What follows belongs to an exercise in optimizing a design on an open flow for small area, a short achievable clock period and few clock cycles; a production flow would make more cautious choices. In this exercise RTL edits were held to simulation tests only and were not proved equivalent to the original. No activity file was given, so power comes from the tool's default toggle rates.

## amber
// rv_pipeline
module rv_pipeline (
    input  logic               clk,
    input  logic               rst_n,
    output pipe_pkg::mem_addr_t imem_addr,
    input  pipe_pkg::word_t     imem_rdata,
    output logic               dmem_ren,
    output logic               dmem_wen,
    output pipe_pkg::mem_addr_t dmem_addr,
    output pipe_pkg::word_t     dmem_wdata,
    input  pipe_pkg::word_t     dmem_rdata
);
export LEC_CHECK = 0
export CAP_MARGIN = 20
export CORE_MARGIN = 2
export CORE_UTILIZATION = 50
export SETUP_SLACK_MARGIN = 3.5
export SLEW_MARGIN = 20
create_clock -name core_clock -period 6.3 [get_ports {clk}]
run.sh (not shown) runs the stock make flow with config.mk's settings and CLKGATE_MAP_FILE= SYNTH_SCRIPT=/design/flow/synth_recipe.tcl, a recipe that flattens the netlist after the stock synthesis.
amber finished every step from synthesis to the final layout, and the layout passed the timing, design-rule and antenna checks.
Testbench counts of amber, summed over its fixed seeds: cycles 10,922.
[inputs] willow vs amber
Settings: CTS_CLUSTER_DIAMETER: unset -> 70; CTS_CLUSTER_SIZE: unset -> 24.
No stage failed in willow, and the final checks on the layout all came back clean. Core utilization: willow and amber compared, lower one is willow. On footprint of the flip-flops and latches, willow and amber are basically level. Fraction of area in multi-input gates: willow higher than amber. Routed length on met3, willow and amber: larger value in amber. Re number of buffers outside the clock class in the layout: willow and amber aren't equal, and the lower value belongs to amber.
Changes in quartz relative to willow:
Settings: swapping 50 for 60 in CORE_UTILIZATION; clearing CTS_CLUSTER_SIZE, which used to be 24; clearing CTS_CLUSTER_DIAMETER, which used to be 70.
Results
Comparing met2 track utilization from global routing for quartz and willow, the smaller number came from willow. As far as multi-input gate count is concerned, quartz and willow perform about the same. Final total power (quartz vs. willow) increases by a little under 10%. Normalized max-slew margin was lower in willow than in quartz. Between quartz and willow, the met3 usage in global routing is lower for willow. quartz against willow: path length in cells of the critical path went down, final RePlAce weighted congestion went up.
#### Input delta (lagoon over quartz)
Settings: changing SETUP_SLACK_MARGIN from 3.5 to 3.3; changing CORE_UTILIZATION from 60 to 50.
==> comparison <==
Fraction of met1 tracks used by global routing was lower in lagoon than in quartz. Post-synthesis to final-layout area growth (lagoon over quartz): decrease, 1.9 points. Changes observed in lagoon relative to quartz: met2 track utilization from global routing went down by 7.1 points, fraction of standard cell area in multi-input logic went down by 0.35 points, number of antenna violations at the first check in global routing went up by 4. From quartz to lagoon the numbers moved as follows: total non-filler cell area in the finished layout fell about 1.6%, number of cells after detailed placement increased 334, clock network power share higher. Summary of the comparison: die area is higher in lagoon, relative to quartz.

* * *

## harbor
rv_pipeline, a different RTL version from the one above (not shown whole).
Size: about 4600 cells after synthesis, ~1300 flip-flops, roughly 160 I/O pins, ~0.061 sq mm of cells after synthesis.
==> flow/design.v (excerpt) <==
module rv_pipeline (
    input  logic               clk,
    input  logic               rst_n,
    output pipe_pkg::mem_addr_t imem_addr,
    input  pipe_pkg::word_t     imem_rdata,
    output logic               dmem_ren,
    output logic               dmem_wen,
    output pipe_pkg::mem_addr_t dmem_addr,
    output pipe_pkg::word_t     dmem_wdata,
    input  pipe_pkg::word_t     dmem_rdata
);
make LEC_CHECK=0 CAP_MARGIN=20 CORE_MARGIN=2 CORE_UTILIZATION=40 SETUP_SLACK_MARGIN=3.0 SLEW_MARGIN=20 finish   # period 6.3 ns
Testbench counts of harbor, summed over its fixed seeds: cycles 10,922.
The inputs of maple differ from those of harbor as listed below.
Settings: CORE_UTILIZATION changed from 40 to 60; SETUP_SLACK_MARGIN changed from 3.0 to 3.5.
--- outcome ---
Higher wire length goes to harbor over maple.
Fraction of area in clock buffers and inverters, maple and harbor: larger value in harbor
Diff harbor -> maple | number of clock-tree buffers in the layout | decrease of about 1.2%
maple vs harbor on worst slack at placement: maple is the higher one.
The final cell count reported for maple is smaller than that of harbor by 572.
Tap cell count, maple and harbor: lower on maple
Changes observed in maple relative to harbor: period utilization moved down; number of cells on the critical path moved up; non-clock buffer count moved up; met3 usage moved up.
The minimum clock period after layout of maple was superior to that of harbor.

* * *

## run 1
Another version of the RTL of rv_pipeline (not shown whole).
For scale: roughly 4900 cells after synthesis, ~1400 flip-flops, roughly 160 I/O pins.
make LEC_CHECK=0 CAP_MARGIN=20 CORE_MARGIN=2 CORE_UTILIZATION=50 SETUP_SLACK_MARGIN=3.5 SLEW_MARGIN=20 finish   # period 6.3 ns
Run 1 finished end to end and its layout was clean on timing, DRC and antenna.
Testbench counts of run 1, summed over its fixed seeds: cycles 10,922.
Modified inputs, run 2 compared to run 1
Settings: an added CTS_CLUSTER_DIAMETER of 70; an added CTS_CLUSTER_SIZE of 24.
==> summary.txt <==
Of run 2 and run 1, it is run 2 that has the higher count of plain and timing-repair buffers. Share of layout cells above drive strength 1 is lower on run 1. Run 2 vs run 1 on static leakage: run 2 is the lower one. Sort run 2 and run 1 by cell area, descending, and run 1 comes first. [run 2] non-clock buffering overhead in the final layout rose 1.1 points relative to run 1. ~same number of vias per cell in run 2 and run 1.
Modified inputs, run 3 compared to run 2
Settings: SETUP_SLACK_MARGIN now 3.3, was 3.5.
Findings:
Re hold slack: run 3 and run 2 aren't equal, and the higher value belongs to run 2.
Diff run 3..run 2 | core region area | unchanged
Sort run 3 and run 2 by clock network power share desc -> top: run 2
The number of rows created at floorplan on run 2 is in line with that on run 3.
Multi-input gate share of the layout cell area: higher on run 3
Re fraction of area in non-clock buffers: run 2 was higher than run 3.

* * *

Another version of the RTL of rv_pipeline (not shown whole).
Size in the first run: about 61000 µm² of cells after synthesis.
clock: 6.3 ns
lec_check: 0
cap_margin: 20
core_margin: 2
core_utilization: 50
cts_cluster_diameter: 70
cts_cluster_size: 24
setup_slack_margin: 3.3
slew_margin: 20
The first run ran to the end with no violations.
Testbench counts at the start, summed over its fixed seeds: cycles 10,922.
Change:
- SETUP_SLACK_MARGIN: 3.3 -> 3.5
Result: The changed run finished clean; final area grows by a few percent; synthesized area stays the same; wire length went up by a few percent; power goes up by a few percent; first-iteration DRC count went up by a few percent; clock power rises by a few percent; cell count rises by a few percent.

-- port drivers added, routing unchanged --
Ports are ideal in the flow. The routed layouts listed here were re-timed in OpenROAD. Step 1 (the two cells are an assumption about what drives the block):
set clk [get_ports {clk}]
set_driving_cell -lib_cell sky130_fd_sc_hd__clkbuf_16 $clk
set_driving_cell -lib_cell sky130_fd_sc_hd__buf_2 [delete_from_list [all_inputs] $clk]
Step 2, shift: input delay + t, output delay - t, t = (earliest + latest rising clock arrival at the registers) / 2. This alone moves slack from input paths to output paths. Three values: no drivers, after step 1, after step 2; two values: the first two.
run	shift t [ns]	setup WS [ns]	worst hold slack (ns)	latest minus earliest clock arrival (ns)	worst data-port slew with drivers (ns)
amber	0.865	3.217 / 3.217 / 2.772	0.390 / 0.390 / 0.390	0.036 / 0.036	0.10
willow	0.833	3.177 / 3.177 / 2.714	0.394 / 0.394 / 0.394	0.071 / 0.071	0.09
quartz	0.841	3.208 / 3.208 / 2.678	0.381 / 0.381 / 0.381	0.033 / 0.033	0.09
lagoon	0.879	3.126 / 3.126 / 2.508	0.398 / 0.398 / 0.398	0.040 / 0.041	0.13
harbor	0.882	2.791 / 2.791 / 2.700	0.391 / 0.391 / 0.391	0.029 / 0.028	0.10
maple	0.847	3.088 / 3.088 / 3.028	0.395 / 0.395 / 0.395	0.043 / 0.043	0.06
run 1	0.892	3.303 / 3.303 / 2.731	0.329 / 0.329 / 0.329	0.054 / 0.054	0.11
run 2	0.841	3.311 / 3.311 / 2.712	0.336 / 0.336 / 0.336	0.052 / 0.052	0.11
run 3	0.821	3.204 / 3.204 / 2.653	0.309 / 0.309 / 0.309	0.054 / 0.053	0.11
the first run of note 4	0.821	3.204 / 3.204 / 2.653	0.309 / 0.309 / 0.309	0.054 / 0.053	0.11
the second run of note 4	0.841	3.311 / 3.311 / 2.712	0.336 / 0.336 / 0.336	0.052 / 0.052	0.11
After both steps setup and hold are still met in every run listed. For lagoon, which loses most, drivers alone change the setup slack by 0.000 ns; drivers and shift together by -0.618 ns.
